What follows belongs to an exercise in optimizing a design on an open flow for small area; a production flow would make more cautious choices. Where RTL was checked, it was by simulation tests only, not by an equivalence proof against the original.

==> inputs of run P <==
==> flow/design.v <==
`default_nettype none
package tx_sched_pkg;
    typedef logic [3-1:0] queue_idx_t;
    typedef logic [8-1:0] queue_mask_t;  
    typedef logic [2-1:0] slot_idx_t;
    typedef logic [8-1:0] tx_tag_t;
    typedef logic [31:0] ns_time_t;
    typedef logic [16-1:0] reg_addr_t;
    typedef logic [32-1:0] reg_data_t;
    typedef struct packed {
        ns_time_t start;
        ns_time_t sched_per;
        ns_time_t slot_per;
        ns_time_t active_per;
    } tdma_cfg_t;
    typedef struct packed {
        logic      valid;   
        logic      active;
        slot_idx_t index;
    } tdma_slot_t;
    typedef struct packed {
        queue_idx_t queue;
        tx_tag_t    tag;
    } tx_req_t;
    typedef struct packed {
        queue_idx_t queue;
        logic       empty;
    } tx_status_t;
    typedef struct packed {
        logic        en;
        slot_idx_t   slot;
        queue_mask_t mask;
    } mask_wr_t;
    typedef enum logic [1:0] {
        IDLE,
        WAIT_START,
        RUN
    } tdma_state_t;
endpackage
`default_nettype wire
`timescale 1ns/1ps
`default_nettype none
module tx_sched_block (
    input  wire         clk,
    input  wire         rst,
    input  wire  [15:0] wr_addr,
    input  wire  [31:0] wr_data,
    input  wire  [3:0]  wr_strb,
    input  wire         wr_en,
    output logic        wr_ack,
    input  wire  [15:0] rd_addr,
    input  wire         rd_en,
    output logic [31:0] rd_data,
    output logic        rd_ack,
    input  wire  [31:0] ts_ns,
    input  wire  [2:0]  doorbell_queue,
    input  wire         doorbell_valid,
    input  wire  [3:0]  status,
    input  wire         status_valid,
    output logic [10:0] tx_req,
    output logic        tx_req_valid,
    input  wire         tx_req_ready
);
    function automatic logic [32:0] carries32(input logic [31:0] a, input logic [31:0] b,
                                              input logic cin);
        logic [32:0] c;
        c[0] = cin;
        for (int i = 0; i < 32; i++) begin
            c[i+1] = (a[i] & b[i]) | (a[i] & c[i]) | (b[i] & c[i]);
        end
        carries32 = c;
    endfunction
    function automatic logic off_ge(input logic ge_b, input logic ge_s, input logic k);
        off_ge = ge_b ? (!k && ge_s) : (!k || ge_s);
    endfunction
    logic [4:0]  ww, rw;      
    logic        wr_map, rd_map;
    logic        wr_acc;
    logic [31:0] nwd;         
    logic        tdma_en;
    logic [31:0] n_start, n_sched_per, n_slot_per, n_active_per;
    logic [7:0]  mtab [4];    
    logic [31:0] n_start_d;
    assign ww = wr_addr[6:2];
    assign rw = rd_addr[6:2];
    assign wr_map = (wr_addr[15:7] == 9'd0) &&
                    ((ww[4:3] == 2'b00 && ww[2:0] != 3'b011) || ww[4:2] == 3'b100);
    assign rd_map = (rd_addr[15:7] == 9'd0) &&
                    ((rw[4:3] == 2'b00 && rw[2:0] != 3'b011) || rw[4:2] == 3'b100);
    assign wr_acc = wr_en && !wr_ack && wr_map;
    assign nwd = ~(wr_data & {32{!rst}});
    logic we_start, we_sched, we_slot, we_active;
    assign we_start  = rst || (wr_acc && ww == 5'd4);
    assign we_sched  = rst || (wr_acc && ww == 5'd5);
    assign we_slot   = rst || (wr_acc && ww == 5'd6);
    assign we_active = rst || (wr_acc && ww == 5'd7);
    assign n_start_d = we_start ? nwd : n_start;
    logic run;   
    always_ff @(posedge clk) begin
        wr_ack <= !rst && wr_en && !wr_ack && wr_map;
        rd_ack <= !rst && rd_en && !rd_ack && rd_map;
        if (rst || (wr_acc && ww == 5'd2 && wr_strb[0])) tdma_en <= !rst && wr_data[0];
        n_start <= n_start_d;
        if (we_sched)  n_sched_per  <= nwd;
        if (we_slot)   n_slot_per   <= nwd;
        if (we_active) n_active_per <= nwd;
        for (int i = 0; i < 4; i++) begin
            if (rst || (wr_acc && ww[4] && ww[1:0] == i[1:0])) mtab[i] <= ~nwd[7:0];
        end
    end
    always_ff @(posedge clk) begin
        if (rw[4]) begin
            rd_data <= {24'd0, mtab[rw[1:0]]};
        end else begin
            case (rw[2:0])
                3'd0:    rd_data <= 32'h0000C060;
                3'd1:    rd_data <= 32'h00000200;
                3'd2:    rd_data <= {16'd4, 7'd0, run, 7'd0, tdma_en};
                3'd4:    rd_data <= ~n_start;
                3'd5:    rd_data <= ~n_sched_per;
                3'd6:    rd_data <= ~n_slot_per;
                3'd7:    rd_data <= ~n_active_per;
                default: rd_data <= 32'bx;
            endcase
        end
    end
    logic        en_d;         
    logic [31:0] n_sb, n_lb;   
    logic        sat;          
    logic [1:0]  sidx;
    logic        active;
    logic [32:0] s_a1, s_a2, s_e0, s_e1, s_e2;   
    logic [32:0] g_lb;
    logic        ge_sb, ge_a1, ge_e1, ge_lb, ge_a2, ge_e2, ge_e0;
    logic        c1, c2, c1g, c2g;
    logic        act0, act1, act2;
    logic        reached;
    logic        next_run, next_sat, next_active;
    logic [1:0]  next_idx;
    tx_sched_add32 u_a1 (.a(n_sb),        .b(n_sched_per),  .s(s_a1));   
    tx_sched_add32 u_a2 (.a(n_lb),        .b(n_slot_per),   .s(s_a2));   
    tx_sched_add32 u_e0 (.a(n_lb),        .b(n_active_per), .s(s_e0));   
    tx_sched_add32 u_e1 (.a(s_a1[31:0]),  .b(n_active_per), .s(s_e1));   
    tx_sched_add32 u_e2 (.a(s_a2[31:0]),  .b(n_active_per), .s(s_e2));   
    assign ge_sb = carries32(ts_ns, n_sb, 1'b1) >> 32;
    assign ge_a1 = carries32(ts_ns, s_a1[31:0], 1'b1) >> 32;
    assign ge_e1 = carries32(ts_ns, s_e1[31:0], 1'b1) >> 32;
    assign g_lb  = carries32(ts_ns, n_lb, 1'b1);
    assign ge_lb = g_lb[32];
    assign ge_a2 = carries32(ts_ns, s_a2[31:0], 1'b1) >> 32;
    assign ge_e2 = carries32(ts_ns, s_e2[31:0], 1'b1) >> 32;
    assign ge_e0 = carries32(ts_ns, s_e0[31:0], 1'b1) >> 32;
    assign c1   = off_ge(ge_sb, ge_a1, !s_a1[32]);     
    assign c2   = off_ge(ge_lb, ge_a2, !s_a2[32]);     
    assign act0 = !off_ge(ge_lb, ge_e0, !s_e0[32]);    
    assign act1 = !off_ge(ge_a1, ge_e1, !s_e1[32]);    
    assign act2 = !off_ge(ge_a2, ge_e2, !s_e2[32]);    
    assign c1g  = run && c1;
    assign c2g  = run && !c1 && c2;
    assign reached = !(ts_ns[31] ^ n_lb[31] ^ g_lb[31]);
    assign next_run = !rst && tdma_en && (run || (en_d && reached));
    always_comb begin
        next_sat = sat;
        next_idx = sidx;
        if (c1g) begin
            next_sat = 1'b0;
            next_idx = 2'd0;
        end else if (c2g && !sat) begin
            if (sidx == 2'd3) next_sat = 1'b1;
            else              next_idx = sidx + 2'd1;
        end
    end
    assign next_active = (c1g ? act1 : (c2g ? act2 : act0)) && !next_sat;
    always_ff @(posedge clk) begin
        en_d   <= !rst && tdma_en;
        run    <= next_run;
        active <= next_run && next_active;
        if (next_run) begin
            sat  <= next_sat;
            sidx <= next_idx;
        end else begin
            sat  <= 1'b0;
            sidx <= 2'd0;
        end
        if (!next_run) begin
            n_sb <= n_start_d;
            n_lb <= n_start_d;
        end else begin
            if (c1g) n_sb <= s_a1[31:0];
            if (c1g)      n_lb <= s_a1[31:0];
            else if (c2g) n_lb <= s_a2[31:0];
        end
    end
    logic [7:0] rec;
    logic [1:0] rec_s;
    logic [7:0] look;
    logic [7:0] slot_mask;
    assign look = (rec_s == sidx) ? rec : mtab[sidx];
    always_ff @(posedge clk) begin
        rec       <= mtab[wr_addr[3:2]];
        rec_s     <= wr_addr[3:2];
        slot_mask <= (!rst && active) ? look : 8'd0;
    end
    logic [7:0] pending, inflight, eligible;
    logic [2:0] queue;        
    logic [7:0] tag;
    logic       handshake, can_select, found;
    logic [2:0] sel;
    assign handshake  = tx_req_valid && tx_req_ready;
    assign can_select = !tx_req_valid || tx_req_ready;
    always_comb begin
        eligible = pending & ~inflight & slot_mask;
        if (handshake) eligible[queue] = 1'b0;
    end
    always_comb begin
        logic [2:0] cand;
        found = 1'b0;
        sel   = queue;
        for (int i = 1; i <= 8; i++) begin
            cand = queue + 3'(i);
            if (!found && eligible[cand]) begin
                found = 1'b1;
                sel   = cand;
            end
        end
    end
    always_ff @(posedge clk) begin
        for (int i = 0; i < 8; i++) begin
            if (rst) begin
                pending[i]  <= 1'b0;
                inflight[i] <= 1'b0;
            end else begin
                if (doorbell_valid && doorbell_queue == i[2:0])
                    pending[i] <= 1'b1;
                else if (status_valid && status[3:1] == i[2:0] && status[0])
                    pending[i] <= 1'b0;
                if (handshake && queue == i[2:0])
                    inflight[i] <= 1'b1;
                else if (status_valid && status[3:1] == i[2:0])
                    inflight[i] <= 1'b0;
            end
        end
        if (rst) begin
            tag          <= 8'd0;
            tx_req_valid <= 1'b0;
            queue        <= 3'd7;   
        end else begin
            if (handshake) tag <= tag + 8'd1;
            if (can_select) begin
                tx_req_valid <= found;
                if (found) queue <= sel;
            end
        end
    end
    assign tx_req = {queue, tag};
endmodule
module tx_sched_add32 (
    input  wire  [31:0] a,
    input  wire  [31:0] b,
    output logic [32:0] s
);
    always_comb begin
        logic c;
        c = 1'b1;
        for (int i = 0; i < 32; i++) begin
            s[i] = a[i] ^ b[i] ^ c;
            c    = (a[i] & b[i]) | (a[i] & c) | (b[i] & c);
        end
        s[32] = c;
    end
endmodule
`default_nettype wire
==> flow/run.sh <==
#!/bin/bash
# synth_recipe.tcl (not shown) runs the flow's synth.tcl, then flattens the netlist and writes it again
# the make line also repeats each setting of config.mk as NAME=value (left out here)
make -C /OpenROAD-flow-scripts/flow DESIGN_CONFIG=/design/flow/config.mk WORK_HOME=/design/flow/orfs CLKGATE_MAP_FILE= SYNTH_SCRIPT=/design/flow/synth_recipe.tcl finish
==> flow/config.mk <==
export PLATFORM = sky130hd
export DESIGN_NAME = tx_sched_block
export DESIGN_NICKNAME = tx_sched_block
export VERILOG_FILES = /design/flow/design.v
export SDC_FILE = /design/flow/constraint.sdc
export NUM_CORES = 4
export LEC_CHECK = 0
export ABC_AREA = 1
export CAP_MARGIN = 20
export CORE_MARGIN = 2
export CORE_UTILIZATION = 40
export SLEW_MARGIN = 20
export SYNTH_HIERARCHICAL = 1
==> flow/constraint.sdc <==
create_clock -name core_clock -period 16.0 [get_ports {clk}]
set_input_delay 3.2000 -clock core_clock [delete_from_list [all_inputs] [get_ports {clk}]]
set_output_delay 3.2000 -clock core_clock [all_outputs]
set_load 0.01 [all_outputs]
==> inputs of run A, as changes to run P <==
--- a/flow/design.v
+++ b/flow/design.v
@@ -62,4 +62,15 @@
     input  wire         tx_req_ready
 );
+    function automatic logic [32:0] add32(input logic [31:0] a, input logic [31:0] b,
+                                          input logic cin);
+        logic        c;
+        logic [31:0] s;
+        c = cin;
+        for (int i = 0; i < 32; i++) begin
+            s[i] = a[i] ^ b[i] ^ c;
+            c    = (a[i] & b[i]) | (a[i] & c) | (b[i] & c);
+        end
+        add32 = {c, s};
+    endfunction
     function automatic logic [32:0] carries32(input logic [31:0] a, input logic [31:0] b,
                                               input logic cin);
@@ -138,9 +149,9 @@
     logic        next_run, next_sat, next_active;
     logic [1:0]  next_idx;
-    tx_sched_add32 u_a1 (.a(n_sb),        .b(n_sched_per),  .s(s_a1));   
-    tx_sched_add32 u_a2 (.a(n_lb),        .b(n_slot_per),   .s(s_a2));   
-    tx_sched_add32 u_e0 (.a(n_lb),        .b(n_active_per), .s(s_e0));   
-    tx_sched_add32 u_e1 (.a(s_a1[31:0]),  .b(n_active_per), .s(s_e1));   
-    tx_sched_add32 u_e2 (.a(s_a2[31:0]),  .b(n_active_per), .s(s_e2));   
+    assign s_a1 = add32(n_sb, n_sched_per, 1'b1);           
+    assign s_a2 = add32(n_lb, n_slot_per, 1'b1);            
+    assign s_e0 = add32(n_lb, n_active_per, 1'b1);          
+    assign s_e1 = add32(s_a1[31:0], n_active_per, 1'b1);    
+    assign s_e2 = add32(s_a2[31:0], n_active_per, 1'b1);    
     assign ge_sb = carries32(ts_ns, n_sb, 1'b1) >> 32;
     assign ge_a1 = carries32(ts_ns, s_a1[31:0], 1'b1) >> 32;
@@ -255,18 +266,3 @@
     assign tx_req = {queue, tag};
 endmodule
-module tx_sched_add32 (
-    input  wire  [31:0] a,
-    input  wire  [31:0] b,
-    output logic [32:0] s
-);
-    always_comb begin
-        logic c;
-        c = 1'b1;
-        for (int i = 0; i < 32; i++) begin
-            s[i] = a[i] ^ b[i] ^ c;
-            c    = (a[i] & b[i]) | (a[i] & c) | (b[i] & c);
-        end
-        s[32] = c;
-    end
-endmodule
 `default_nettype wire
==> flow/flow/run.sh (new file) <==
#!/bin/bash
# Standard layout, logged
set -o pipefail
bash standard.sh > standard.log 2>&1
==> flow/standard.sh (new file) <==
#!/bin/bash
# synth_recipe.tcl (not shown) runs the flow's synth.tcl, then flattens the netlist and writes it again
# the make line also repeats each setting of config.mk as NAME=value (left out here)
make -C /OpenROAD-flow-scripts/flow DESIGN_CONFIG=/design/flow/config.mk WORK_HOME=/design/flow/orfs CLKGATE_MAP_FILE= SYNTH_SCRIPT=/design/flow/synth_recipe.tcl "${@:-finish}"
--- a/flow/config.mk
+++ b/flow/config.mk
@@ -11,3 +11,2 @@
 export CORE_UTILIZATION = 40
 export SLEW_MARGIN = 20
-export SYNTH_HIERARCHICAL = 1
removed: flow/run.sh
==> results.toml <==
[route]
met1_length_um = 26100

[power_and_ir_drop]
cellPowerDensity_nw_per_um2 = 138
power_switching_w = 0.00123

[cells_and_area]
seqAreaFraction = 0.349
buffer_area_frac = 0.0724
layout_common_cells = "454 x inv_1, 441 x nand2_1, 193 x edfxtp_1, 192 x nor2_1, 165 x o22ai_1"

[setup_path]
required_ns = 16.25

[status]
status = "complete, no violations"

[synth]
synth_most_common_cell = "inv_1"

[hold_path]
holdCritStartpoint = "inflight[2]$_SDFFE_PP0P_"
That was run P.
==> results.toml <==
[power_and_ir_drop]
power_switching_w = 0.00132
cellPowerDensity_nw_per_um2 = 139

[status]
status = "complete, no violations"

[hold_path]
holdCritStartpoint = "inflight[6]$_SDFFE_PP0P_"

[setup_path]
required_ns = 16.30

[cells_and_area]
layout_common_cells = "518 x nand2_1, 464 x inv_1, 193 x edfxtp_1, 157 x nor2_1, 151 x clkdlybuf4s50_1"
seqAreaFraction = 0.337
buffer_area_frac = 0.0706

[synth]
synth-main-ff-cell = "edfxtp_1"

[route]
met1_length_um = 27800
That was run A.
Only the layout flow was run in run A; the RTL was not checked for function there.

-- afterwards: timing with drivers on the ports --
Ports are ideal in the flow. The routed layouts listed here were re-timed in OpenROAD. Step 1: set_driving_cell puts a clkbuf_16 on clk and a buf_2 on each other input, an assumption about the parent block. Step 2 also shifts input and output timing later by t, the mid clock arrival at the registers, as if the neighbouring blocks saw the same clock. Slacks: ideal ports / drivers / drivers and shift; pairs: ideal ports / drivers.
| run | t (ns) | setup WS [ns] | slew at the worst register clock pin (ns) |
|---|---|---|---|
| run P | 0.612 | 0.759 / 0.759 / 0.759 | 0.06 / 0.06 |
| run A | 0.611 | 0.561 / 0.561 / 0.561 | 0.06 / 0.06 |
After both steps every run listed still meets setup and hold.
